Source: an optimization exercise on an open RTL-to-GDS flow (aim: small area and a short achievable clock period). Production flows keep margins and buffers that such runs may drop. At most, simulation tests tie the RTL to the original design; equivalence was not proved. The flow treats the clock pin as an ideal source, which a real chip does not have.

== the reference run ==
// fmultiplier
module fmultiplier (
  input  logic        clk,
  input  logic        reset_n,
  input  logic [31:0] A,
  input  logic [31:0] B,
  output logic [31:0] result,
  output logic        exception
);
  ...
clock: 10.0 ns
lec_check: 0
cap_margin: 20
core_margin: 2
core_utilization: 65
cts_buf_list: sky130_fd_sc_hd__clkbuf_4 sky130_fd_sc_hd__clkbuf_8
place_density: 0.75
setup_slack_margin: 4.5
slew_margin: 20
standard.sh (not shown) runs the stock make flow with config.mk's settings and CLKGATE_MAP_FILE= SYNTH_SCRIPT=/design/flow/synth_recipe.tcl, a recipe that flattens the netlist after the stock synthesis.
==> flow/flow/run.sh <==
#!/bin/bash
# Own layout flow: the standard layout (standard.sh), with the synthesis
# script changed by flow/mksynth.sh (the design's full/half-adder modules mapped
# onto the library's adder cells; no early abc -fast) and with Yosys's own
# full-adder extraction off (ADDER_MAP_FILE empty), since the design's adders
# are already cells. Extra make variables, if any, come from flow/make_args.
# Registers, their names and all steps after synthesis are the standard flow's.
set -euo pipefail
W=$PWD
bash flow/mksynth.sh "$W/synth_recipe.tcl" "$W" > flow_mksynth.log 2>&1
sed -e "s#$W/synth_recipe.tcl#$W/flow_synth.tcl#" standard.sh > flow_standard.sh
grep -q flow_synth.tcl flow_standard.sh
args=(ADDER_MAP_FILE=)
if [[ -f flow/make_args ]]; then
  while read -r a; do [[ -n "$a" ]] && args+=("$a"); done < flow/make_args
fi
echo "make args: ${args[*]}" > flow_make.log
bash flow_standard.sh "${args[@]}" finish >> flow_make.log 2>&1
==> flow/flow/make_args <==
BUFFER_PORTS_ARGS=-buffer_cell sky130_fd_sc_hd__buf_4
==> flow/flow/mksynth.sh <==
#!/bin/bash
# usage: mksynth.sh FLOW_SYNTH_TCL OUTDIR
# Writes OUTDIR/flow_synth.tcl and OUTDIR/flow_synth_core.tcl: the standard flow's synthesis
# script (ORFS synthesis without fsm/share, then flatten and rename) with two
# changes: each fmul_fa / fmul_ha instance of the design becomes the library's
# full / half adder cell (the modules have the cells' pin names and functions),
# and Yosys's synth runs without its early "abc -fast" pass.
set -euo pipefail
src=$1; out=$2
core=$out/flow_synth_core.tcl
awk -v fa="${FA_CELL:-sky130_fd_sc_hd__fa_1}" '
  { print }
  /^hierarchy -check -top \$::env\(DESIGN_NAME\)$/ && !done {
    print "# map the design'"'"'s full-adder modules onto the library cell"
    print "chtype -map fmul_fa " fa
    print "chtype -map fmul_ha sky130_fd_sc_hd__ha_1"
    print "read_liberty -overwrite -setattr liberty_cell -lib {*}$::env(LIB_FILES)"
    print "hierarchy -check -top $::env(DESIGN_NAME)"
    done = 1
  }' "$FLOW_HOME/scripts/synth.tcl" > "$core"
grep -q "chtype -map fmul_fa" "$core"
sed -e 's/yosys synth -nofsm -noshare /yosys synth -nofsm -noshare -noabc /' \
    -e "s#source \$::env(SCRIPTS_DIR)/synth.tcl#source $core#" "$src" > "$out/flow_synth.tcl"
grep -q -- "-noabc" "$out/flow_synth.tcl"
grep -q "$core" "$out/flow_synth.tcl"
Here is what was changed in the inputs of the trial run compared with the reference run.
# the reference run
export LEC_CHECK = 0
export CAP_MARGIN = 20
export CORE_MARGIN = 2
export CORE_UTILIZATION = 65
export CTS_BUF_LIST = sky130_fd_sc_hd__clkbuf_4 sky130_fd_sc_hd__clkbuf_8
export PLACE_DENSITY = 0.75
export SETUP_SLACK_MARGIN = 4.5
export SLEW_MARGIN = 20
create_clock -name core_clock -period 10.0 [get_ports {clk}]
# the trial run
export LEC_CHECK = 0
export CAP_MARGIN = 20
export CORE_MARGIN = 2
export CORE_UTILIZATION = 55
export PLACE_DENSITY = 0.7
export SETUP_SLACK_MARGIN = 4.5
export SLEW_MARGIN = 20
create_clock -name core_clock -period 10.0 [get_ports {clk}]
## What came out
- Diff the reference run -> the trial run: number of vias per cell lost 0.17, buffer share of cell area barely changed.
- [compare] base=the reference run new=the trial run: routed wire length went up.
- The trial run reports a lower clock buffer count in the final layout than the reference run does.
- The trial run did not stop at any stage, and its layout met the timing, design-rule and antenna checks.
- Worst hold slack after final layout: the trial run worse than the reference run
- The trial run against the reference run: xor and xnor area share after synthesis barely changed; sequential share of layout area dropped 0.18 points.

========
fmultiplier, a different RTL version from the one above (not shown whole).
Size in the first run: about 2100 cells after synthesis, about 140 flip-flops, roughly 99 I/O pins, roughly 20000 um^2 of cells after synthesis.
==> flow/config.mk <==
export PLATFORM = sky130hd
export DESIGN_NAME = fmultiplier
export DESIGN_NICKNAME = fmultiplier
export VERILOG_FILES = /design/flow/design.v
export SDC_FILE = /design/flow/constraint.sdc
export NUM_CORES = 4
export LEC_CHECK = 0
export CAP_MARGIN = 20
export CORE_MARGIN = 2
export CORE_UTILIZATION = 65
export CTS_BUF_LIST = sky130_fd_sc_hd__clkbuf_4 sky130_fd_sc_hd__clkbuf_8
export PLACE_DENSITY = 0.75
export SETUP_SLACK_MARGIN = 5
export SLEW_MARGIN = 20
==> flow/constraint.sdc <==
create_clock -name core_clock -period 10.0 [get_ports {clk}]
set_input_delay 2.0000 -clock core_clock [delete_from_list [all_inputs] [get_ports {clk}]]
set_output_delay 2.0000 -clock core_clock [all_outputs]
set_load 0.01 [all_outputs]
==> flow/flow/mksynth.sh <==
#!/bin/bash
# usage: mksynth.sh FLOW_SYNTH_TCL OUTDIR
# Writes OUTDIR/flow_synth.tcl and OUTDIR/flow_synth_core.tcl: the standard flow's synthesis
# script (ORFS synthesis without fsm/share, then flatten and rename) with two
# changes: each fmul_fa / fmul_ha / fmul_aoi22 / fmul_xor2 instance of the
# design becomes the library's fa / ha / a22oi / xor2 cell (the modules have the
# cells' pin names and functions),
# and Yosys's synth runs without its early "abc -fast" pass.
set -euo pipefail
src=$1; out=$2
core=$out/flow_synth_core.tcl
awk -v fa="${FA_CELL:-sky130_fd_sc_hd__fa_1}" '
  { print }
  /^hierarchy -check -top \$::env\(DESIGN_NAME\)$/ && !done {
    print "# map the design'"'"'s full-adder modules onto the library cell"
    print "chtype -map fmul_fa " fa
    print "chtype -map fmul_ha sky130_fd_sc_hd__ha_1"
    print "chtype -map fmul_aoi22 sky130_fd_sc_hd__a22oi_1"
    print "chtype -map fmul_xor2 sky130_fd_sc_hd__xor2_1"
    print "read_liberty -overwrite -setattr liberty_cell -lib {*}$::env(LIB_FILES)"
    print "hierarchy -check -top $::env(DESIGN_NAME)"
    done = 1
  }' "$FLOW_HOME/scripts/synth.tcl" > "$core"
grep -q "chtype -map fmul_fa" "$core"
sed -e 's/yosys synth -nofsm -noshare /yosys synth -nofsm -noshare -noabc /' \
    -e "s#source \$::env(SCRIPTS_DIR)/synth.tcl#source $core#" "$src" > "$out/flow_synth.tcl"
grep -q -- "-noabc" "$out/flow_synth.tcl"
grep -q "$core" "$out/flow_synth.tcl"
Scripts as last shown in full above: flow/flow/run.sh, flow/flow/make_args
Then changed:
==> flow/flow/make_args (replaced) <==
BUFFER_PORTS_ARGS=-buffer_cell sky130_fd_sc_hd__buf_2
--- a/flow/config.mk
+++ b/flow/config.mk
@@ -10 +10 @@
-export CORE_UTILIZATION = 65
+export CORE_UTILIZATION = 70
@@ -12,2 +12,2 @@
-export PLACE_DENSITY = 0.75
-export SETUP_SLACK_MARGIN = 5
+export PLACE_DENSITY = 0.8
+export SETUP_SLACK_MARGIN = 4.5
After rerunning: The new run passed the timing, design-rule and antenna checks. Setup slack loses 0.35 ns. Fmax shrinks by 6.6%. Flip-flop and latch count does not change. Clock skew shrinks by 0.012 ns. Area after synthesis is unchanged. Die area shrinks by about 7%. Final area shrinks by about 3.3%. Hold slack gains 0.014 ns.
No run of this note included a check of the RTL's function; only the layout flow was run.

========
fmultiplier, a different RTL version from the one above (not shown whole).
Size in the first run: roughly 99 I/O pins.
clock: 10.0 ns
lec_check: 0
cap_margin: 20
core_margin: 2
core_utilization: 65
cts_buf_list: sky130_fd_sc_hd__clkbuf_4 sky130_fd_sc_hd__clkbuf_8
place_density: 0.75
setup_slack_margin: 5
slew_margin: 20
==> flow/flow/run.sh <==
#!/bin/bash
# Own layout flow: the standard layout (standard.sh), with the synthesis
# script changed by flow/mksynth.sh (the design's full/half-adder modules mapped
# onto the library's adder cells; no early abc -fast) and with Yosys's own
# full-adder extraction off (ADDER_MAP_FILE empty), since the design's adders
# are already cells. Extra make variables, if any, come from flow/make_args
# (@W@ there stands for this work folder).
# Registers, their names and all steps after synthesis are the standard flow's.
set -euo pipefail
W=$PWD
bash flow/mksynth.sh "$W/synth_recipe.tcl" "$W" > flow_mksynth.log 2>&1
sed -e "s#$W/synth_recipe.tcl#$W/flow_synth.tcl#" standard.sh > flow_standard.sh
grep -q flow_synth.tcl flow_standard.sh
args=(ADDER_MAP_FILE=)
if [[ -f flow/make_args ]]; then
  while read -r a; do [[ -n "$a" ]] && args+=("${a//@W@/$W}"); done < flow/make_args
fi
echo "make args: ${args[*]}" > flow_make.log
bash flow_standard.sh "${args[@]}" finish >> flow_make.log 2>&1
==> flow/flow/make_args <==
BUFFER_PORTS_ARGS=-buffer_cell sky130_fd_sc_hd__buf_4
POST_CTS_TCL=@W@/flow/skew.tcl
SKIP_CTS_REPAIR_TIMING=1
SKEW_CELLS=sky130_fd_sc_hd__clkdlybuf4s50_1 sky130_fd_sc_hd__clkbuf_8
SKEW_LEAF=sky130_fd_sc_hd__clkbuf_8
Scripts as last shown in full above: flow/flow/mksynth.sh
Other scripts of this flow, unchanged in this note and not shown: flow/flow/skew.tcl
The starting point completed and failed the layout checks on hold timing.
Rerun with:
==> flow/flow/make_args (replaced) <==
BUFFER_PORTS_ARGS=-buffer_cell sky130_fd_sc_hd__buf_4
POST_CTS_TCL=@W@/flow/skew.tcl
SKIP_CTS_REPAIR_TIMING=1
SKEW_CELLS=sky130_fd_sc_hd__clkdlybuf4s50_1 sky130_fd_sc_hd__dlygate4sd1_1 sky130_fd_sc_hd__clkbuf_8
SKEW_LEAF=sky130_fd_sc_hd__clkbuf_8
After rerunning: The changed run ran to the end with violations: hold timing; global-route usage barely changes.

========
Another version of the RTL of fmultiplier (not shown whole).
For scale: about 200 flip-flops, ~99 I/O pins, about 22000 sq um of cells after synthesis.
export LEC_CHECK = 0
export CAP_MARGIN = 20
export CORE_MARGIN = 2
export CORE_UTILIZATION = 65
export CTS_BUF_LIST = sky130_fd_sc_hd__clkbuf_8 sky130_fd_sc_hd__clkbuf_16
export HOLD_SLACK_MARGIN = 0.1
export PLACE_DENSITY = 0.75
export SETUP_SLACK_MARGIN = 5
export SLEW_MARGIN = 20
create_clock -name core_clock -period 10.0 [get_ports {clk}]
==> flow/flow/run.sh <==
#!/bin/bash
# Own layout flow: the standard layout (standard.sh) with these changes:
#  - synthesis (flow/mksynth.sh): the design's fmul_fa / fmul_ha modules become
#    the library's full / half adder cells, Yosys's synth skips its early
#    "abc -fast", and Yosys's own adder extraction is off (ADDER_MAP_FILE
#    empty), since the design's adders are already cells;
#  - extra make variables from flow/make_args (@W@ there stands for this work
#    folder): the port buffer cell; flow/skew.tcl as the step after clock tree
#    synthesis, which clocks the output registers from a delayed branch of the
#    clock tree (useful skew for the paths between the two register stages;
#    the outputs' own paths keep ample slack); the setup repair left to the
#    global-route step, after the skew is in place (no repair at floorplan or
#    after CTS), with a tighter setup target.
# Registers and their names are the standard synthesis's; the other steps are
# the standard flow's. Each tool's log stays under orfs/logs/, the make output
# in flow_make.log.
set -euo pipefail
W=$PWD
bash flow/mksynth.sh "$W/synth_recipe.tcl" "$W" > flow_mksynth.log 2>&1
sed -e "s#$W/synth_recipe.tcl#$W/flow_synth.tcl#" standard.sh > flow_standard.sh
grep -q flow_synth.tcl flow_standard.sh
args=(ADDER_MAP_FILE=)
if [[ -f flow/make_args ]]; then
  while read -r a; do [[ -n "$a" ]] && args+=("${a//@W@/$W}"); done < flow/make_args
fi
echo "make args: ${args[*]}" > flow_make.log
bash flow_standard.sh "${args[@]}" finish >> flow_make.log 2>&1
==> flow/flow/make_args <==
BUFFER_PORTS_ARGS=-buffer_cell sky130_fd_sc_hd__buf_4
POST_CTS_TCL=@W@/flow/skew.tcl
SKIP_CTS_REPAIR_TIMING=1
REMOVE_ABC_BUFFERS=1
SKEW_CELLS=sky130_fd_sc_hd__clkdlybuf4s50_1 sky130_fd_sc_hd__dlygate4sd1_1 sky130_fd_sc_hd__clkbuf_8
SKEW_LEAF=sky130_fd_sc_hd__clkbuf_8
SETUP_SLACK_MARGIN=5.8
Scripts as last shown in full above: flow/flow/mksynth.sh
Other scripts of this flow, unchanged in this note and not shown: flow/flow/skew.tcl
The baseline produced a clean layout.
Rerun with:
--- a/flow/flow/run.sh
+++ b/flow/flow/run.sh
@@ -8,7 +8,5 @@
-#    folder): the port buffer cell; flow/skew.tcl as the step after clock tree
-#    synthesis, which clocks the output registers from a delayed branch of the
-#    clock tree (useful skew for the paths between the two register stages;
-#    the outputs' own paths keep ample slack); the setup repair left to the
-#    global-route step, after the skew is in place (no repair at floorplan or
-#    after CTS), with a tighter setup target.
-# Registers and their names are the standard synthesis's; the other steps are
+#    folder): the port buffer cell, and flow/skew.tcl as the step after clock
+#    tree synthesis, which clocks the output registers from a delayed branch of
+#    the clock tree (useful skew for the paths between the two register
+#    stages; the outputs' own paths keep ample slack).
+# Registers and their names are the standard synthesis's; every other step is
--- a/flow/flow/make_args
+++ b/flow/flow/make_args
@@ -7 +7 @@
-SETUP_SLACK_MARGIN=5.8
+SETUP_SLACK_MARGIN=5.5
The changed run completed with no timing, DRC or antenna violations. Die area does not change. Cell count went down by 0.85%. Final area went down by 3.5%. Area after synthesis does not change. Sequential share of layout area went up by 0.61 points. Core utilization went down by 2.6 points. Critical path depth went up by 3. Hold slack gains 0.0070 ns. Routed wire length went down by 3.0%.

-- static timing again, ports no longer ideal --
No port has a modelled driver above. Below, the same layouts with a new extraction and two added sets of constraints. Step 1 sets driving cells, clkbuf_16 on the clock port and buf_2 on the other inputs (assumed; they add their load-dependent delay and slew). Step 2, shift: input delay + t, output delay - t, t = (earliest + latest rising clock arrival at the registers) / 2. This alone moves slack from input paths to output paths. Slacks: no drivers / after step 1 / after step 2; pairs: no drivers / after step 1.
| run | shift t [ns] | setup WS [ns] | worst hold slack (ns) | latest minus earliest clock arrival (ns) | cell pins on the clock port's net |
|---|---|---|---|---|---|
| the reference run | 0.515 | 4.768 / 4.773 / 4.258 | 0.496 / 0.496 / 0.496 | 0.026 / 0.026 | 1 |
| the trial run | 0.483 | 4.786 / 4.803 / 4.320 | 0.466 / 0.466 / 0.466 | 0.016 / 0.016 | 1 |
| the first run of note 2 | 0.534 | 4.991 / 4.997 / 4.463 | 0.470 / 0.470 / 0.470 | 0.035 / 0.035 | 1 |
| the second run of note 2 | 0.526 | 4.636 / 4.654 / 4.129 | 0.483 / 0.483 / 0.483 | 0.023 / 0.023 | 1 |
| the first run of note 3 | 0.853 | 5.320 / 5.338 / 4.486 | -0.055 / -0.055 / -0.055 | 0.673 / 0.673 | 1 |
| the second run of note 3 | 0.946 | 5.225 / 5.225 / 4.412 | -0.034 / -0.034 / -0.034 | 0.867 / 0.867 | 1 |
| the first run of note 4 | 0.907 | 5.780 / 5.793 / 4.886 | 0.038 / 0.038 / 0.038 | 0.859 / 0.858 | 1 |
| the second run of note 4 | 0.905 | 5.566 / 5.593 / 4.689 | 0.045 / 0.045 / 0.045 | 0.855 / 0.855 | 1 |
Clock arrivals are far apart in the first run of note 3, the second run of note 3, the first run of note 4 and the second run of note 4, so t is only a midpoint there and step 2 fits no single register. For the first run of note 4, which loses most, drivers alone change the setup slack by +0.013 ns; drivers and shift together by -0.894 ns.
